Background: an optimization exercise with open tools, aiming at small area and a short achievable clock period. Do not read the settings as production practice.
Where RTL was checked, it was by simulation tests only, not by an equivalence proof against the original.
The RTL of run 1 was laid out without a check of its function.
Power is estimated from default activity; no workload was simulated.

==> config.mk <==
export PLATFORM = sky130hd
export DESIGN_NAME = ahb_slave_mem
export DESIGN_NICKNAME = ahb_slave_mem
export VERILOG_FILES = /design/flow/design.v
export SDC_FILE = /design/flow/constraint.sdc
export NUM_CORES = 4
export LEC_CHECK = 0
export CAP_MARGIN = 20
export CORE_MARGIN = 2
export CORE_UTILIZATION = 40
export CTS_BUF_LIST = sky130_fd_sc_hd__clkbuf_8 sky130_fd_sc_hd__clkbuf_16
export CTS_CLUSTER_DIAMETER = 100
export CTS_CLUSTER_SIZE = 30
export SETUP_SLACK_MARGIN = 3.4
export SLEW_MARGIN = 20
==> constraint.sdc <==
create_clock -name core_clock -period 6.0 [get_ports {Hclk}]
set_input_delay 1.2000 -clock core_clock [delete_from_list [all_inputs] [get_ports {Hclk}]]
set_output_delay 1.2000 -clock core_clock [all_outputs]
set_load 0.01 [all_outputs]
==> design.v <==
package ahb_pkg;
    localparam logic [1:0] HTRANS_IDLE   = 2'b00;
    localparam logic [1:0] HTRANS_BUSY   = 2'b01;
    localparam logic [1:0] HTRANS_NONSEQ = 2'b10;
    localparam logic [1:0] HTRANS_SEQ    = 2'b11;
    localparam logic HRESP_OKAY  = 1'b0;
    localparam logic HRESP_ERROR = 1'b1;
    localparam logic [2:0] HSIZE_BYTE = 3'b000;
    localparam logic [2:0] HSIZE_HALF = 3'b001;
    localparam logic [2:0] HSIZE_WORD = 3'b010;
endpackage
module ahb_slave_ram #(
    parameter int ADDR_W = 6
) (
    input  logic              clk_i,
    input  logic [3:0]        we_i,      
    input  logic [ADDR_W-1:0] addr_i,
    input  logic [31:0]       wdata_i,
    output logic [31:0]       rdata_o    
);
    localparam int WORDS = 2**ADDR_W;
    logic [31:0]      mem_q [WORDS];
    logic [WORDS-1:0] sel;
    logic [31:0]      rdata_d;
    always_comb begin
        for (int w = 0; w < WORDS; w++) begin
            sel[w] = (addr_i == ADDR_W'(w));
        end
    end
    always_ff @(posedge clk_i) begin
        for (int w = 0; w < WORDS; w++) begin
            for (int b = 0; b < 4; b++) begin
                if (sel[w] && we_i[b]) begin
                    mem_q[w][8*b +: 8] <= wdata_i[8*b +: 8];
                end
            end
        end
    end
    always_comb begin
        rdata_d = 32'd0;
        for (int w = 0; w < WORDS; w++) begin
            rdata_d = rdata_d | (mem_q[w] & {32{sel[w]}});
        end
    end
    always_ff @(posedge clk_i) begin
        rdata_o <= rdata_d;
    end
endmodule
import ahb_pkg::*;
module ahb_slave_mem #(
    parameter int ADDR_W      = 6,
    parameter int WAIT_STATES = 1
) (
    input  logic        Hclk,
    input  logic        Hresetn,
    input  logic        Hsel,
    input  logic [31:0] Haddr,
    input  logic        Hwrite,
    input  logic [2:0]  Hsize,
    input  logic [1:0]  Htrans,
    input  logic        Hready,
    input  logic [31:0] Hwdata,
    output logic        Hready_out,
    output logic        Hresp,
    output logic [31:0] Hrdata
);
    logic              rdy_q;
    logic              err_q;
    logic [3:0]        lwe_q;
    logic [ADDR_W-1:0] addr_q;      
    logic [3:0]        wbe_q;       
    logic       accept;
    logic       legal;
    logic [3:0] be;
    assign accept = Hsel & Hready & Htrans[1] & rdy_q;
    assign legal = ((Haddr >> (ADDR_W + 2)) == 32'd0)
                 && (Hsize <= HSIZE_WORD)
                 && !((Hsize == HSIZE_HALF) && Haddr[0])
                 && !((Hsize == HSIZE_WORD) && (Haddr[1:0] != 2'b00));
    assign be[0] = Hsize[1] | (Hsize[0] & ~Haddr[1]) | (Haddr[1:0] == 2'd0);
    assign be[1] = Hsize[1] | (Hsize[0] & ~Haddr[1]) | (Haddr[1:0] == 2'd1);
    assign be[2] = Hsize[1] | (Hsize[0] &  Haddr[1]) | (Haddr[1:0] == 2'd2);
    assign be[3] = Hsize[1] | (Hsize[0] &  Haddr[1]) | (Haddr[1:0] == 2'd3);
    always_ff @(posedge Hclk or negedge Hresetn) begin
        if (!Hresetn) begin
            rdy_q <= 1'b1;
            err_q <= 1'b0;
            lwe_q <= 4'd0;
        end else begin
            rdy_q <= ~accept;
            err_q <= (accept & ~legal) | (~rdy_q & err_q);
            lwe_q <= (~rdy_q & ~err_q) ? wbe_q : 4'd0;
        end
    end
    always_ff @(posedge Hclk) begin
        if (rdy_q) begin
            addr_q <= Haddr[ADDR_W+1:2];
            wbe_q  <= Hwrite ? be : 4'd0;
        end
    end
    assign Hready_out = rdy_q;
    assign Hresp      = err_q;
    ahb_slave_ram #(.ADDR_W(ADDR_W)) u_ram (
        .clk_i   (Hclk),
        .we_i    (lwe_q),
        .addr_i  (addr_q),
        .wdata_i (Hwdata),
        .rdata_o (Hrdata)
    );
endmodule
==> flow/run.sh <==
#!/bin/bash
# Layout flow: the standard synthesis, then its logic between the registers
# replaced by a hand-mapped netlist (same registers: names and cell types),
# then the standard ORFS flow from floorplan to finish, with plain buffers
# (not delay cells) on the ports.
set -euo pipefail
R=orfs/results/sky130hd/ahb_slave_mem/base

bash standard.sh synth > synth_standard.log 2>&1
python3 flow/gen_netlist.py $R/1_2_yosys.v > mapped.v 2> gen_netlist.log
cp $R/1_2_yosys.v yosys_standard.v
cp mapped.v $R/1_2_yosys.v
touch $R/1_2_yosys.v $R/1_2_yosys.sdc
rm -f $R/1_synth.odb $R/1_synth.sdc
bash standard.sh "BUFFER_PORTS_ARGS=-buffer_cell sky130_fd_sc_hd__buf_2" finish > flow_finish.log 2>&1
==> flow/gen_netlist.py <==
#!/usr/bin/env python3
"""Hand-mapped gate netlist for ahb_slave_mem.

Reads the standard synthesis netlist (argv[1]) only for its flip-flops: every
register keeps its instance name and cell type, and only the logic between
the registers is rebuilt here:
  * 3-to-8 predecoders and a NOR2 per word give one-hot word selects,
  * a NOR3 per word and lane gives the write enables,
  * per data bit an AO222/AO22-NAND4-NOR3-NAND2 tree reads the selected word,
  * a handful of gates for accept, legality, lane enables and the FSM.
Writes the netlist to stdout.
"""
import re
import sys

P = 'sky130_fd_sc_hd__'
src = open(sys.argv[1]).read()

flops = {}
for cell, inst, pins in re.findall(
        r'(' + P + r'(?:edfxtp|dfxtp|dfrtp|dfstp|dfrbp|dfsbp|dfxbp)_\d)\s+(\S+)\s*\((.*?)\);', src, re.S):
    base = inst.lstrip('\\').split('$')[0]
    q = re.search(r'\.Q\((.*?)\)\s*(?:,|$)', pins.strip(), re.S).group(1).strip()
    if q.startswith('\\'):
        q += ' '
    flops[base] = (cell, inst, q)

out = []
wires = set()
n_gate = [0]


def w(name):
    wires.add(name)
    return name


def g(cell, **pins):
    n_gate[0] += 1
    conn = ', '.join('.%s(%s)' % (k, v) for k, v in pins.items())
    out.append('  %s%s g%d (%s);' % (P, cell, n_gate[0], conn))


def qn(base):
    """The standard netlist's name for the net a register drives."""
    q = flops[base][2]
    if not q.split('[')[0] in PORTNAMES:
        wires.add(q)
    return q


def ff(base, **pins):
    cell, inst, q = flops.pop(base)
    assert pins['Q'] == q, (base, pins['Q'], q)
    conn = ', '.join('.%s(%s)' % (k, v) for k, v in pins.items())
    out.append('  %s %s (%s);' % (cell, inst, conn))


PORTNAMES = {'Hclk', 'Hresetn', 'Hsel', 'Haddr', 'Hwrite', 'Hsize', 'Htrans', 'Hready',
             'Hwdata', 'Hready_out', 'Hresp', 'Hrdata'}
RDY, ERR = qn('rdy_q'), qn('err_q')

# ---- accept, legality, FSM -------------------------------------------------
g('nand4_1', A='Hsel', B='Hready', C='Htrans[1]', D=RDY, Y=w('acc_n'))
g('inv_1', A='acc_n', Y=w('acc'))
for k in range(6):
    a = ['Haddr[%d]' % (8 + 4 * k + j) for j in range(4)]
    g('nor4_1', A=a[0], B=a[1], C=a[2], D=a[3], Y=w('hz%d' % k))
g('nand3_1', A='hz0', B='hz1', C='hz2', Y=w('hnz0'))
g('nand3_1', A='hz3', B='hz4', C='hz5', Y=w('hnz1'))
g('or3_1', A='Hsize[0]', B='Haddr[1]', C='Haddr[0]', X=w('so1'))
g('and3b_1', A_N='Hsize[1]', B='Hsize[0]', C='Haddr[0]', X=w('so3'))
g('a21o_1', A1='Hsize[1]', A2='so1', B1='so3', X=w('sbad'))
g('or4_1', A='hnz0', B='hnz1', C='sbad', D='Hsize[2]', X=w('illegal'))
g('nor2b_1', A=RDY, B_N=ERR, Y=w('err_hold'))
g('a21o_1', A1='acc', A2='illegal', B1='err_hold', X=w('err_d'))
ff('rdy_q', CLK='Hclk', D='acc_n', SET_B='Hresetn', Q=RDY)
ff('err_q', CLK='Hclk', D='err_d', RESET_B='Hresetn', Q=ERR)

# ---- lane enables of the captured transfer ---------------------------------
g('inv_1', A='Haddr[0]', Y=w('ha0_n'))
g('inv_1', A='Haddr[1]', Y=w('ha1_n'))
for b in range(4):
    m = 'Haddr[1]' if b >> 1 else 'ha1_n'
    n = 'Haddr[0]' if b & 1 else 'ha0_n'
    g('or2_1', A='Hsize[0]', B=n, X=w('bt%d' % b))
    g('a21o_1', A1=m, A2='bt%d' % b, B1='Hsize[1]', X=w('be%d' % b))
    g('and2_1', A='Hwrite', B='be%d' % b, X=w('wbe_d%d' % b))
    wbe = qn('wbe_q[%d]' % b)
    ff('wbe_q[%d]' % b, CLK='Hclk', D='wbe_d%d' % b, DE=RDY, Q=wbe)
    g('nor3b_1', A=RDY, B=ERR, C_N=wbe, Y=w('lwe_d%d' % b))
    lwe = qn('lwe_q[%d]' % b)
    ff('lwe_q[%d]' % b, CLK='Hclk', D='lwe_d%d' % b, RESET_B='Hresetn', Q=lwe)
    g('inv_1', A=lwe, Y=w('lwe_n%d' % b))

# ---- word address and decoders ---------------------------------------------
A = [qn('addr_q[%d]' % k) for k in range(6)]
for k in range(6):
    ff('addr_q[%d]' % k, CLK='Hclk', D='Haddr[%d]' % (k + 2), DE=RDY, Q=A[k])
    g('inv_2', A=A[k], Y=w('a_n%d' % k))
for half, base in (('lo', 0), ('hi', 3)):
    for j in range(8):
        lit = [A[base + t] if (j >> t) & 1 else 'a_n%d' % (base + t) for t in range(3)]
        g('nand3_2', A=lit[0], B=lit[1], C=lit[2], Y=w('%s_n%d' % (half, j)))

M = {(wd, i): qn('u_ram.mem_q[%d][%d]' % (wd, i)) for wd in range(64) for i in range(32)}
for wd in range(64):
    g('nor2_2', A='lo_n%d' % (wd % 8), B='hi_n%d' % (wd // 8), Y=w('s%d' % wd))
    for b in range(4):
        g('nor3_1', A='lo_n%d' % (wd % 8), B='hi_n%d' % (wd // 8), C='lwe_n%d' % b,
          Y=w('we%d_%d' % (wd, b)))
        for i in range(8 * b, 8 * b + 8):
            ff('u_ram.mem_q[%d][%d]' % (wd, i), CLK='Hclk', D='Hwdata[%d]' % i,
               DE='we%d_%d' % (wd, b), Q=M[wd, i])

# ---- read tree -------------------------------------------------------------
for i in range(32):
    gs = []
    for t in range(20):
        w0, w1, w2 = 3 * t, 3 * t + 1, 3 * t + 2
        y = w('g%d_%d' % (i, t))
        g('a222oi_1', A1='s%d' % w0, A2=M[w0, i], B1='s%d' % w1, B2=M[w1, i],
          C1='s%d' % w2, C2=M[w2, i], Y=y)
        gs.append(y)
    for t, (w0, w1) in enumerate(((60, 61), (62, 63))):
        y = w('g%d_%d' % (i, 20 + t))
        g('a22oi_1', A1='s%d' % w0, A2=M[w0, i], B1='s%d' % w1, B2=M[w1, i], Y=y)
        gs.append(y)
    ps = []
    for t in range(4):
        y = w('p%d_%d' % (i, t))
        g('nand4_1', A=gs[4 * t], B=gs[4 * t + 1], C=gs[4 * t + 2], D=gs[4 * t + 3], Y=y)
        ps.append(y)
    for t in range(2):
        y = w('p%d_%d' % (i, 4 + t))
        g('nand3_1', A=gs[16 + 3 * t], B=gs[17 + 3 * t], C=gs[18 + 3 * t], Y=y)
        ps.append(y)
    g('nor3_1', A=ps[0], B=ps[1], C=ps[2], Y=w('q%d_0' % i))
    g('nor3_1', A=ps[3], B=ps[4], C=ps[5], Y=w('q%d_1' % i))
    g('nand2_1', A='q%d_0' % i, B='q%d_1' % i, Y=w('rd%d' % i))
    ff('u_ram.rdata_o[%d]' % i, CLK='Hclk', D='rd%d' % i, Q=qn('u_ram.rdata_o[%d]' % i))

if flops:
    sys.exit('flip-flops of the standard synthesis left unmapped: %s' % sorted(flops)[:10])

PORTS = [('input', 'Hclk', 0), ('input', 'Hresetn', 0), ('input', 'Hsel', 0),
         ('input', 'Haddr', 32), ('input', 'Hwrite', 0), ('input', 'Hsize', 3),
         ('input', 'Htrans', 2), ('input', 'Hready', 0), ('input', 'Hwdata', 32),
         ('output', 'Hready_out', 0), ('output', 'Hresp', 0), ('output', 'Hrdata', 32)]
print('module ahb_slave_mem(%s);' % ', '.join(p[1] for p in PORTS))
for d, n, width in PORTS:
    print('  %s %s%s;' % (d, '[%d:0] ' % (width - 1) if width else '', n))
for x in sorted(wires):
    print('  wire %s;' % x)
print('\n'.join(out))
print('endmodule')
==> standard.sh <==
#!/bin/bash
# synth_recipe.tcl (not shown) runs the flow's synth.tcl, then flattens the netlist and writes it again
# the make line also repeats each setting of config.mk as NAME=value (left out here)
make -C /OpenROAD-flow-scripts/flow DESIGN_CONFIG=/design/flow/config.mk WORK_HOME=/design/flow/orfs CLKGATE_MAP_FILE= SYNTH_SCRIPT=/design/flow/synth_recipe.tcl "${@:-finish}"
==> results of run 1 <==
placed cells by master (no fill, tap or decap), drive strengths merged:
cell and instances:
nor2b 1, a21o 6, dfstp 1, and3b 1, a222oi 640, inv 74
a22oi 64, dfrtp 5, clkbuf 83, nor2 73, nand2 32, or4 1
and2 4, nand3 90, buf 674, or2 4, or3 1, diode 9
nor4 6, nand4 129, bufbuf 4, edfxtp 2058, dfxtp 32, nor3b 4
nor3 320
power by group through the flow:
| stage | clock network, mW | registers [mW] | logic, mW |
|---|---|---|---|
| floorplan | 0 | 16.5 | 0.261 |
| global placement | 0 | 16.5 | 0.954 |
| detailed placement | 0 | 16.5 | 0.996 |
| CTS | 6.80 | 16.2 | 1.29 |
| global route | 7.23 | 16.2 | 1.40 |
| finish | 6.72 | 16.2 | 1.37 |
cell type report:
cell class | instances | area, sq um
timing repair buffer | 679 | 6765
multi-input combinational | 1376 | 12500
clock buffer | 82 | 2052
inverter | 13 | 81.33
clock inverter | 61 | 229.0
antenna | 9 | 22.52
tap | 2370 | 2965
sequential | 2096 | 62610
fill | 14720 | 93910
state kept, by name (all words and copies together) (netlist names):
signal / cells
u_ram.mem_q: 2048
u_ram.rdata_o: 32
addr_q: 6
lwe_q: 4
wbe_q: 4
err_q: 1
rdy_q: 1
final timing paths:
| check | startpoint | to | slack, ns | cells past startpoint |
|---|---|---|---|---|
| max in group asynchronous | Hresetn | rdy_q | 5.49 | 1 |
| hold reg to reg | err_q | lwe_q[2] | 0.52 | 1 |
| setup / recovery | addr_q[1] | u_ram.rdata_o[3] | 3.20 | 10 |
| min in group core_clock | err_q | lwe_q[2] | 0.52 | 1 |
| hold / removal | Hresetn | err_q | 0.28 | 1 |
| setup reg to reg | addr_q[1] | u_ram.rdata_o[3] | 3.20 | 10 |
metrics by stage:
step	utilization, %	hold slack [ns]
after floorplan	-	0.4946
after detailed placement	43.98	0.5096
final	48.16	0.2763
after CTS	47.65	0.2480
after global routing	48.14	0.2720
after global placement	43.48	0.5075
critical path, delay by kind of cell, from the launching register on:
| kind | cells | cell delay (ns) |
|---|---|---|
| flip-flops | 1 | 0.47 |
| buffers and inverters | 4 | 0.58 |
| AND/OR/NAND/NOR | 5 | 1.04 |
| AO/OA/AOI/OAI | 1 | 0.54 |
per-layer routing:
metal | vias to the layer above | wire length [um] | track usage [%]
met5 | - | 413 | 0.7286
met4 | 18 | 10400 | 9.750
met3 | 424 | 24960 | 4.978
met2 | 2790 | 105700 | 37.20
met1 | 22290 | 82880 | 31.23
li1 | 17620 | - | -
what timing repair did:
action | in CTS | in global routing
cloned | 27 | 1
pin swaps | 265 | 114
buffers inserted | 255 | 51
gates resized for setup | 310 | 66
endpoints found under the setup margin | 1650 | 418
==> run notes, run 1 <==
The smallest clock period supported by the final layout is computed as 2.803 ns. The run gives 3.39 ns as the data arrival time of the critical path. The post-detailed-route count of antenna-violating nets was 0; the achievable frequency was 356.7 MHz. The flow ran to the end and the layout has no timing, DRC or antenna violations. Area of the core: 181,100 sq um. The clock tree root driver cell was clkbuf_16. For the initial core utilization, the log shows 40.38%. The logs give 309.0 mm for the wire length of the first global-routing pass and 11 for the number of detailed-route iterations in the first pass. The run gives 0 as the cts-stage hold buffer count. Data on the critical path is required at its endpoint by 6.59 ns. Dividing the detail-routed wire length by the instance count gives 33.55 um. The clock buffer count from CTS was 79; the clock tree skew after final layout was 0.02611 ns. Prior to clock tree synthesis, the placed netlist has a worst setup slack of 2.070 ns.

Input and output buffers added on the ports amount to 106. The tools report the cell count after placement as 6,199. The worst pin sits at a relative slew slack of 17.39%. The share of total power dissipated in sequential elements is 66.6%. After the first detailed-routing iteration, the DRC count stood at 8,963.

The mean area per synthesized cell was 21.09 sq um. The sort of element at the start of the critical path was a flip-flop. Dividing the detail-routed via count by the number of cells gives 6.453. The number of cells in the finished layout apart from fillers was 6,686; the vias after detailed routing was 43,140.

The net count of the finished layout is 4,319. The latest clock arrival within the worst-skew pair was 0.74 ns; the number of max-cap violations was 0. Total power for the finished layout comes to 24.26 mW. During synthesis, Yosys emitted a total of 3 warnings. The run gives 0 ns as the final total negative setup slack.

The switching share of power was 21.48%. Counting every net in the synthesized netlist gives 3,542. The peak ir drop on the vdd network is 0.1994 mV, and the number of global-route vias before repair is 41,310. Of all nets on the critical path, the largest fanout is 17.

Entering global routing, the biggest net connects 65 pins. The congestion estimate from routability-driven global placement came to 0.8237. Global routing consumed, over all layers together, 23.38% of the routing resources. The final critical path takes up 46.72% of the cycle. The setup violation total in the final timing report is 0. The number of antenna violations at the first check in global routing was 12; the die width was 431.6 um. The total length of routed wires came out at 224.3 mm. Clock tree synthesis found a total of 2,096 sinks.

The slowest stage of the critical path is the a222oi_1 cell. Summed over all nets, the switching power comes to 5.213 mW. In this run the worst hold path is classified as in -> async. Counting every instance in the synthesized netlist gives 3,468.

The logs give 73,140 sq um for the cell area after technology mapping and 0 for the hold violation count in the final report. Ratio of cells with drive above 1 in the final layout: 25.24%. The clock network accounts for 27.7% of the total power. The clock tree synthesis step divided the H-tree into 3 levels. The tools report the die footprint as 186,300 sq um. The power per cell area works out to 278.2 nW/um^2. The critical setup path kind was reg -> reg. In this run the cell area measured after placement is 79,670 sq um. The internal portion of the total power is 19.05 mW.

The clock-pin slew on the worst setup and hold paths is 0.11 ns. The run gives 156 as the site row count. Setup repair after global routing could not meet its margin everywhere. Global routing finished with a remaining overflow of 0. Combinational group share of total power: 5.6%.

The number of buffers between clock root and the deepest sink is 3, and the die extent in y is 431.6 um. The run gives 0 as the max-slew violation count. Capturing element type of the critical path: a flip-flop.

The analysis attributes to cell leakage a power of 27.39 nW. Delay contributed by the slowest stage of the critical path: 0.54 ns. The actual slew at the worst max-slew pin was 1.239 ns.

The least setup slack across all paths after layout came out at 3.197 ns. 108 I/O pins were placed. TritonCTS built the clock tree.

The logs give 0 for the remaining routing DRC violations and 130.3 mm for the post-DP HPWL. Compared with the post-synthesis result, the final layout area differs by 19.26%. The critical path goes through buf_6, inv_12, nand3_4, buf_12, nor2_4, buf_8, a222oi_1, nand4_1, nor3_4, nand2_2. After routing the design area is 87,220 sq um.
==> inputs of run 2 (changes only) <==
--- a/design.v
+++ b/design.v
@@ -12,19 +12,21 @@
 module ahb_slave_ram #(
     parameter int ADDR_W = 6
 ) (
-    input  logic              clk_i,
-    input  logic [3:0]        we_i,      
-    input  logic [ADDR_W-1:0] addr_i,
-    input  logic [31:0]       wdata_i,
-    output logic [31:0]       rdata_o    
+    input  logic                  clk_i,
+    input  logic [3:0]            we_i,      
+    input  logic [2**(ADDR_W/2)-1:0]          lo_i,      
+    input  logic [2**(ADDR_W-ADDR_W/2)-1:0]   hi_i,      
+    input  logic [31:0]           wdata_i,
+    output logic [31:0]           rdata_o    
 );
     localparam int WORDS = 2**ADDR_W;
+    localparam int LO_W  = ADDR_W / 2;
     logic [31:0]      mem_q [WORDS];
     logic [WORDS-1:0] sel;
     logic [31:0]      rdata_d;
     always_comb begin
         for (int w = 0; w < WORDS; w++) begin
-            sel[w] = (addr_i == ADDR_W'(w));
+            sel[w] = lo_i[w % (2**LO_W)] & hi_i[w / (2**LO_W)];
         end
     end
     always_ff @(posedge clk_i) begin
@@ -64,15 +66,18 @@
     output logic        Hresp,
     output logic [31:0] Hrdata
 );
-    logic              rdy_q;
-    logic              err_q;
-    logic [3:0]        lwe_q;
-    logic [ADDR_W-1:0] addr_q;      
-    logic [3:0]        wbe_q;       
+    localparam int LO_W = ADDR_W / 2;
+    localparam int HI_W = ADDR_W - LO_W;
+    logic            busy_q;
+    logic            err_q;
+    logic [3:0]      lwe_q;
+    logic [2**LO_W-1:0] lo_q;      
+    logic [2**HI_W-1:0] hi_q;      
+    logic [3:0]      wbe_q;        
     logic       accept;
     logic       legal;
     logic [3:0] be;
-    assign accept = Hsel & Hready & Htrans[1] & rdy_q;
+    assign accept = Hsel & Hready & Htrans[1] & ~busy_q;
     assign legal = ((Haddr >> (ADDR_W + 2)) == 32'd0)
                  && (Hsize <= HSIZE_WORD)
                  && !((Hsize == HSIZE_HALF) && Haddr[0])
@@ -83,27 +88,29 @@
     assign be[3] = Hsize[1] | (Hsize[0] &  Haddr[1]) | (Haddr[1:0] == 2'd3);
     always_ff @(posedge Hclk or negedge Hresetn) begin
         if (!Hresetn) begin
-            rdy_q <= 1'b1;
-            err_q <= 1'b0;
-            lwe_q <= 4'd0;
+            busy_q <= 1'b0;
+            err_q  <= 1'b0;
+            lwe_q  <= 4'd0;
         end else begin
-            rdy_q <= ~accept;
-            err_q <= (accept & ~legal) | (~rdy_q & err_q);
-            lwe_q <= (~rdy_q & ~err_q) ? wbe_q : 4'd0;
+            busy_q <= accept;
+            err_q  <= (accept & ~legal) | (busy_q & err_q);
+            lwe_q  <= (busy_q & ~err_q) ? wbe_q : 4'd0;
         end
     end
     always_ff @(posedge Hclk) begin
-        if (rdy_q) begin
-            addr_q <= Haddr[ADDR_W+1:2];
-            wbe_q  <= Hwrite ? be : 4'd0;
+        if (!busy_q) begin
+            lo_q  <= (2**LO_W)'(1) << Haddr[2 +: LO_W];
+            hi_q  <= (2**HI_W)'(1) << Haddr[2 + LO_W +: HI_W];
+            wbe_q <= Hwrite ? be : 4'd0;
         end
     end
-    assign Hready_out = rdy_q;
+    assign Hready_out = ~busy_q;
     assign Hresp      = err_q;
     ahb_slave_ram #(.ADDR_W(ADDR_W)) u_ram (
         .clk_i   (Hclk),
         .we_i    (lwe_q),
-        .addr_i  (addr_q),
+        .lo_i    (lo_q),
+        .hi_i    (hi_q),
         .wdata_i (Hwdata),
         .rdata_o (Hrdata)
     );
--- a/flow/gen_netlist.py
+++ b/flow/gen_netlist.py
@@ -4,8 +4,9 @@
 Reads the standard synthesis netlist (argv[1]) only for its flip-flops: every
 register keeps its instance name and cell type, and only the logic between
 the registers is rebuilt here:
-  * 3-to-8 predecoders and a NOR2 per word give one-hot word selects,
-  * a NOR3 per word and lane gives the write enables,
+  * the one-hot halves of the word address come from registers; a NAND2 and
+    an inverter per word give the word selects,
+  * a NOR2 per word and lane gives the write enables,
   * per data bit an AO222/AO22-NAND4-NOR3-NAND2 tree reads the selected word,
   * a handful of gates for accept, legality, lane enables and the FSM.
 Writes the netlist to stdout.
@@ -58,11 +59,12 @@
 
 PORTNAMES = {'Hclk', 'Hresetn', 'Hsel', 'Haddr', 'Hwrite', 'Hsize', 'Htrans', 'Hready',
              'Hwdata', 'Hready_out', 'Hresp', 'Hrdata'}
-RDY, ERR = qn('rdy_q'), qn('err_q')
+BUSY, ERR = qn('busy_q'), qn('err_q')
+RDY = 'Hready_out'
 
 # ---- accept, legality, FSM -------------------------------------------------
-g('nand4_1', A='Hsel', B='Hready', C='Htrans[1]', D=RDY, Y=w('acc_n'))
-g('inv_1', A='acc_n', Y=w('acc'))
+g('inv_2', A=BUSY, Y=RDY)
+g('and4b_1', A_N=BUSY, B='Hsel', C='Hready', D='Htrans[1]', X=w('acc'))
 for k in range(6):
     a = ['Haddr[%d]' % (8 + 4 * k + j) for j in range(4)]
     g('nor4_1', A=a[0], B=a[1], C=a[2], D=a[3], Y=w('hz%d' % k))
@@ -72,14 +74,15 @@
 g('and3b_1', A_N='Hsize[1]', B='Hsize[0]', C='Haddr[0]', X=w('so3'))
 g('a21o_1', A1='Hsize[1]', A2='so1', B1='so3', X=w('sbad'))
 g('or4_1', A='hnz0', B='hnz1', C='sbad', D='Hsize[2]', X=w('illegal'))
-g('nor2b_1', A=RDY, B_N=ERR, Y=w('err_hold'))
+g('and2_1', A=BUSY, B=ERR, X=w('err_hold'))
 g('a21o_1', A1='acc', A2='illegal', B1='err_hold', X=w('err_d'))
-ff('rdy_q', CLK='Hclk', D='acc_n', SET_B='Hresetn', Q=RDY)
+ff('busy_q', CLK='Hclk', D='acc', RESET_B='Hresetn', Q=BUSY)
 ff('err_q', CLK='Hclk', D='err_d', RESET_B='Hresetn', Q=ERR)
 
 # ---- lane enables of the captured transfer ---------------------------------
 g('inv_1', A='Haddr[0]', Y=w('ha0_n'))
 g('inv_1', A='Haddr[1]', Y=w('ha1_n'))
+LWE_N = []
 for b in range(4):
     m = 'Haddr[1]' if b >> 1 else 'ha1_n'
     n = 'Haddr[0]' if b & 1 else 'ha0_n'
@@ -88,27 +91,31 @@
     g('and2_1', A='Hwrite', B='be%d' % b, X=w('wbe_d%d' % b))
     wbe = qn('wbe_q[%d]' % b)
     ff('wbe_q[%d]' % b, CLK='Hclk', D='wbe_d%d' % b, DE=RDY, Q=wbe)
-    g('nor3b_1', A=RDY, B=ERR, C_N=wbe, Y=w('lwe_d%d' % b))
+    g('and3b_1', A_N=ERR, B=BUSY, C=wbe, X=w('lwe_d%d' % b))
     lwe = qn('lwe_q[%d]' % b)
     ff('lwe_q[%d]' % b, CLK='Hclk', D='lwe_d%d' % b, RESET_B='Hresetn', Q=lwe)
-    g('inv_1', A=lwe, Y=w('lwe_n%d' % b))
+    g('inv_4', A=lwe, Y=w('lwe_n%d' % b))
+    LWE_N.append('lwe_n%d' % b)
 
-# ---- word address and decoders ---------------------------------------------
-A = [qn('addr_q[%d]' % k) for k in range(6)]
-for k in range(6):
-    ff('addr_q[%d]' % k, CLK='Hclk', D='Haddr[%d]' % (k + 2), DE=RDY, Q=A[k])
-    g('inv_2', A=A[k], Y=w('a_n%d' % k))
-for half, base in (('lo', 0), ('hi', 3)):
+# ---- one-hot word address --------------------------------------------------
+for k in range(2, 8):
+    g('inv_1', A='Haddr[%d]' % k, Y=w('han%d' % k))
+ONEHOT = {}
+for half, base in (('lo', 2), ('hi', 5)):
     for j in range(8):
-        lit = [A[base + t] if (j >> t) & 1 else 'a_n%d' % (base + t) for t in range(3)]
-        g('nand3_2', A=lit[0], B=lit[1], C=lit[2], Y=w('%s_n%d' % (half, j)))
+        # NOR of the literals that are 0 exactly when Haddr[base+2:base] == j
+        lit = ['han%d' % (base + t) if (j >> t) & 1 else 'Haddr[%d]' % (base + t) for t in range(3)]
+        g('nor3_1', A=lit[0], B=lit[1], C=lit[2], Y=w('%s_d%d' % (half, j)))
+        q = qn('%s_q[%d]' % (half, j))
+        ff('%s_q[%d]' % (half, j), CLK='Hclk', D='%s_d%d' % (half, j), DE=RDY, Q=q)
+        ONEHOT[half, j] = q
 
 M = {(wd, i): qn('u_ram.mem_q[%d][%d]' % (wd, i)) for wd in range(64) for i in range(32)}
 for wd in range(64):
-    g('nor2_2', A='lo_n%d' % (wd % 8), B='hi_n%d' % (wd // 8), Y=w('s%d' % wd))
+    g('nand2_1', A=ONEHOT['lo', wd % 8], B=ONEHOT['hi', wd // 8], Y=w('s_n%d' % wd))
+    g('inv_4', A='s_n%d' % wd, Y=w('s%d' % wd))
     for b in range(4):
-        g('nor3_1', A='lo_n%d' % (wd % 8), B='hi_n%d' % (wd // 8), C='lwe_n%d' % b,
-          Y=w('we%d_%d' % (wd, b)))
+        g('nor2_1', A='s_n%d' % wd, B=LWE_N[b], Y=w('we%d_%d' % (wd, b)))
         for i in range(8 * b, 8 * b + 8):
             ff('u_ram.mem_q[%d][%d]' % (wd, i), CLK='Hclk', D='Hwdata[%d]' % i,
                DE='we%d_%d' % (wd, b), Q=M[wd, i])
--- a/config.mk
+++ b/config.mk
@@ -7,9 +7,9 @@
 export LEC_CHECK = 0
 export CAP_MARGIN = 20
 export CORE_MARGIN = 2
-export CORE_UTILIZATION = 40
+export CORE_UTILIZATION = 55
 export CTS_BUF_LIST = sky130_fd_sc_hd__clkbuf_8 sky130_fd_sc_hd__clkbuf_16
 export CTS_CLUSTER_DIAMETER = 100
 export CTS_CLUSTER_SIZE = 30
-export SETUP_SLACK_MARGIN = 3.4
+export SETUP_SLACK_MARGIN = 3.5
 export SLEW_MARGIN = 20
==> run 2 against run 1 <==
  * Sequential power is essentially flat
  * Still clean on timing, DRC and antenna
  * Routed wire length decreased by 9.6%
  * Die area decreased by 27%
  * Final area down 7.6%
  * Combinational power up 4%
  * First-iteration DRC count decreased by 2.7%
  * Largest cell class unchanged
  * Global-route usage grew 5.9 points
  * Critical path depth is 2 lower
  * Critical endpoint is now u_ram.rdata_o[7]
==> run notes, run 2 <==
Number of detailed-route iterations in the first pass: 11 (unchanged). The vias after detailed routing is 40,290 (-6.6%). The most common library cell in the layout ignoring fill and taps was edfxtp_1. The tools report the number of DRC markers after the initial detailed-route iteration as 8,717 (-2.7%). Among the stages of the critical path, the cell type that occurs most often is nand2_2.

The latest clock arrival within the worst-skew pair came out at 0.75 ns (about the same). The logs give 19.16 mW (+0.55%) for the internal power contribution and 0 (unchanged) for the post-detailed-route count of antenna-violating nets. The actual slew at the worst max-slew pin was 0.9763 ns (-0.2628 ns); the part of the power in registers was 66.6% (about the same). The combinational group share of total power was 5.9% (+0.3 points); the count of buffers inserted at the top-level ports was 106 (unchanged). The logs give 5.263 mW (+0.97%) for the switching power and 0 (unchanged) for the remaining global-route overflow. The net count of the mapped netlist was 3,616 (+2.1%).

The routed wirelength normalized by instance count came out at 35.93 um (+7.1%). The capturing element type of the critical path was a flip-flop. The clock tree skew after final layout is 0.04086 ns (+0.01475 ns).

The tools report the worst-case headroom to the max-slew limit as 34.68% (+17 points). The total non-filler cell area in the finished layout is 80,610 sq um (-7.6%). The tools report the area of the core as 131,800 sq um (-27%).

In the final layout, the registers with the most flip-flops are u_ram.mem_q x2048, u_ram.rdata_o x32. The delay contributed by the slowest stage of the critical path came out at 0.58 ns (+0.04 ns). TritonCTS built the clock tree. The mean area per synthesized cell was 20.69 sq um (-1.9%); the data arrival time of the critical path was 3.29 ns (-0.10 ns).

The sort of element at the start of the critical path is a flip-flop. The H-tree depth reported by CTS came out at 3 (unchanged). The maximum fanout encountered on the critical timing path is 16 (-1), and the wire length of the first global-routing pass is 280.6 mm (-9.2%).

The signal on the critical path passes through buf_4, nand2_2, buf_12, inv_16, a222oi_1, nand4_1, nor3_4, nand2_2. The required time at the endpoint of the critical path is 6.60 ns (about the same), and the number of max-cap violations is 0 (unchanged). The register with the most flip-flops in the final layout is u_ram.mem_q. The ratio of cells with drive above 1 in the final layout is 12.46% (-13 points), and the fraction of the core area covered by cells at the end of the flow is 61.16% (+13 points).

The area growth from synthesis to layout is 9.974%. The die extent in y is 369.1 um (-14%), and the max-slew violation count is 0 (unchanged). The number of buffers between clock root and the deepest sink came out at 3 (unchanged). The tools report the start point of the critical path as lo_q[6]. The clock-pin slew on the worst setup and hold paths is 0.11 ns (about the same), and the number of cells in the finished layout apart from fillers is 5,645 (-16%). The flow ran to the end and the layout has no timing, DRC or antenna violations.

The leakage power total was 24.86 nW (-9.2%). The cell at the slowest stage of the critical path was a222oi_1. Cell area after technology mapping: 73,300 sq um (+0.22%).

The library cells used most frequently in the layout, excluding fill and tap cells, are edfxtp_1 (2,068), a222oi_1 (640), nor2_1 (256), nand4_1 (128), buf_2 (101). The cts-stage hold buffer count is 0 (unchanged), and the achievable frequency is 372.0 MHz (+4.3%). The run gives 5,447 (-12%) as the cell count after placement. Final cycle utilization of the critical path: 44.80% (-1.9 points).

Endpoint of the worst register-to-register path: u_ram.rdata_o[7]. The tools report the setup violation total in the final timing report as 0 (unchanged). For the site row count, the log shows 133 (-15%). The peak ir drop on the vdd network was 0.2750 mV (+38%). The clock tree root driver cell is clkbuf_16. The total length of routed wires came out at 202.8 mm (-9.6%). The startpoint identified for the worst register-to-register timing path is lo_q[6].

Final weighted congestion in routability-driven placement: 0.8374 (+1.7%). Total global routing track utilization: 29.32% (+5.9 points). For the number of clock sinks, the log shows 2,106 (+0.48%). The switching share of power works out to 21.55% (+0.069 points). The minimum clock period works out to 2.688 ns (-0.1151 ns). The die width is 369.1 um (-14%). The initial core utilization came out at 55.61% (+15 points). The count of synthesis-stage warnings from yosys was 3 (unchanged). The logs give 10 (-2) for the number of antenna violations at the first check in global routing and 80 (+1.3%) for the clock buffer count from CTS.

The depth of the worst register-to-register path is 8 (-2), and the final total negative setup slack is 0 ns (unchanged). Setup repair after global routing could not meet its margin everywhere. The maximum number of pins on one net before global-route repair was 65 (unchanged); the register-to-register setup slack was 3.31 ns (+0.12 ns). Critical setup path kind: reg -> reg.

The vias per cell is 7.137 (+11%). The I/O pin count is 108 (unchanged). The tools report the least setup slack across all paths after layout as 3.312 ns (+0.1151 ns). The power per cell area came out at 303.0 nW/um^2 (+8.9%). The final net count was 3,897 (-9.8%). The tightest min-delay check is of the in -> async type. The run gives 38,670 (-6.4%) as the number of global-route vias before repair. The tools report the post-DP HPWL as 120.9 mm (-7.2%). The flip-flop count of the largest register after layout is 2,048 (unchanged).

The die footprint came out at 136,200 sq um (-27%). For the placement-stage cell area, the log shows 76,350 sq um (-4.2%). The destination of the critical timing path is u_ram.rdata_o[7]. The placement-stage worst setup slack is 2.374 ns (+0.3039 ns), and the number of instances in the synthesized netlist is 3,542 (+2.1%). The hold violation count in the final report was 0 (unchanged); the remaining routing DRC violations was 0 (unchanged).

The proportion of power drawn by the clock network came out at 27.5% (-0.2 points).
==> run 2: routing by layer <==
layer | track usage (%) | up-vias | routed length [um]
li1 | - | 16500 | -
met1 | 41.30 | 20850 | 75340
met2 | 46.78 | 2647 | 96940
met3 | 6.066 | 277 | 24450
met4 | 8.783 | 10 | 6033
met5 | 0 | - | 64
==> run 2: power groups by stage <==
stage	combinational (mW)	sequential [mW]	clock (mW)
finish	1.43	16.3	6.72
global route	1.48	16.3	7.29
CTS	1.38	16.3	6.81
detailed placement	1.20	16.6	0
global placement	1.17	16.6	0
floorplan	0.384	16.6	0
==> run 2: how the worst min path moves through the flow <==
stage | startpoint | end | slack [ns] | depth (start not counted)
after floorplan | wbe_q[0] | lwe_q[0] | 0.47 | 1
after global placement | wbe_q[3] | lwe_q[3] | 0.48 | 1
after detailed placement | wbe_q[3] | lwe_q[3] | 0.48 | 1
after CTS | Hresetn | err_q | 0.21 | 1
after global routing | Hresetn | err_q | 0.24 | 1
final | Hresetn | err_q | 0.25 | 1
==> run 2: area by class of cell <==
| class | instances | area, sq um |
|---|---|---|
| sequential | 2106 | 62920 |
| fill | 9262 | 51190 |
| multi-input combinational | 1359 | 10930 |
| tap | 1755 | 2196 |
| clock buffer | 84 | 2091 |
| timing repair buffer | 193 | 1451 |
| inverter | 77 | 701.9 |
| clock inverter | 59 | 250.2 |
| timing repair inverter | 6 | 52.55 |
| antenna | 6 | 15.01 |
==> run 2: repair_timing <==
| action | in CTS | in global routing |
|---|---|---|
| cloned | 4 | 2 |
| pin swaps | 88 | 101 |
| resized for setup | 287 | 79 |
| endpoints found under the setup margin | 45 | 33 |
| setup buffers | 34 | 9 |
==> run 2: worst max-delay path, delay by kind of cell, from the launching register on <==
family          cells  cell delay, ns
buf+inv             3            0.42
simple gates        4            1.10
compound gates      1            0.58
flops               1            0.40
==> run 2: through the flow <==
step,hold slack [ns],power (mW)
6_report,0.2495,24.42
5_1_grt,0.2445,25.04
4_1_cts,0.2139,24.46
3_5_place_dp,0.4828,17.81
3_3_place_gp,0.4775,17.78
2_1_floorplan,0.4693,16.99

==> re-timing with driven ports <==
Ports are ideal in the flow. The routed layouts listed here were re-timed in OpenROAD. Step 1, drivers: a clkbuf_16 drives Hclk and a buf_2 each remaining input, both assumed. Step 2 moves the port delays by t, midway between the first and last clock arrival at a register: inputs arrive t later, outputs are due t later. That takes back most of the time a late clock gives input paths. a / b / c = ideal / step 1 / step 2; a / b = the first two.
| run | shift t [ns] | setup slack, ns | latest minus earliest clock arrival (ns) | worst slew at a driven data input, ns | cell pins on the clock port's net |
|---|---|---|---|---|---|
| run 1 | 0.794 | 3.197 / 3.197 / 3.197 | 0.032 / 0.031 | 0.17 | 1 |
| run 2 | 0.809 | 3.312 / 3.312 / 3.312 | 0.043 / 0.043 | 0.13 | 1 |
After both steps every run listed still meets setup and hold.
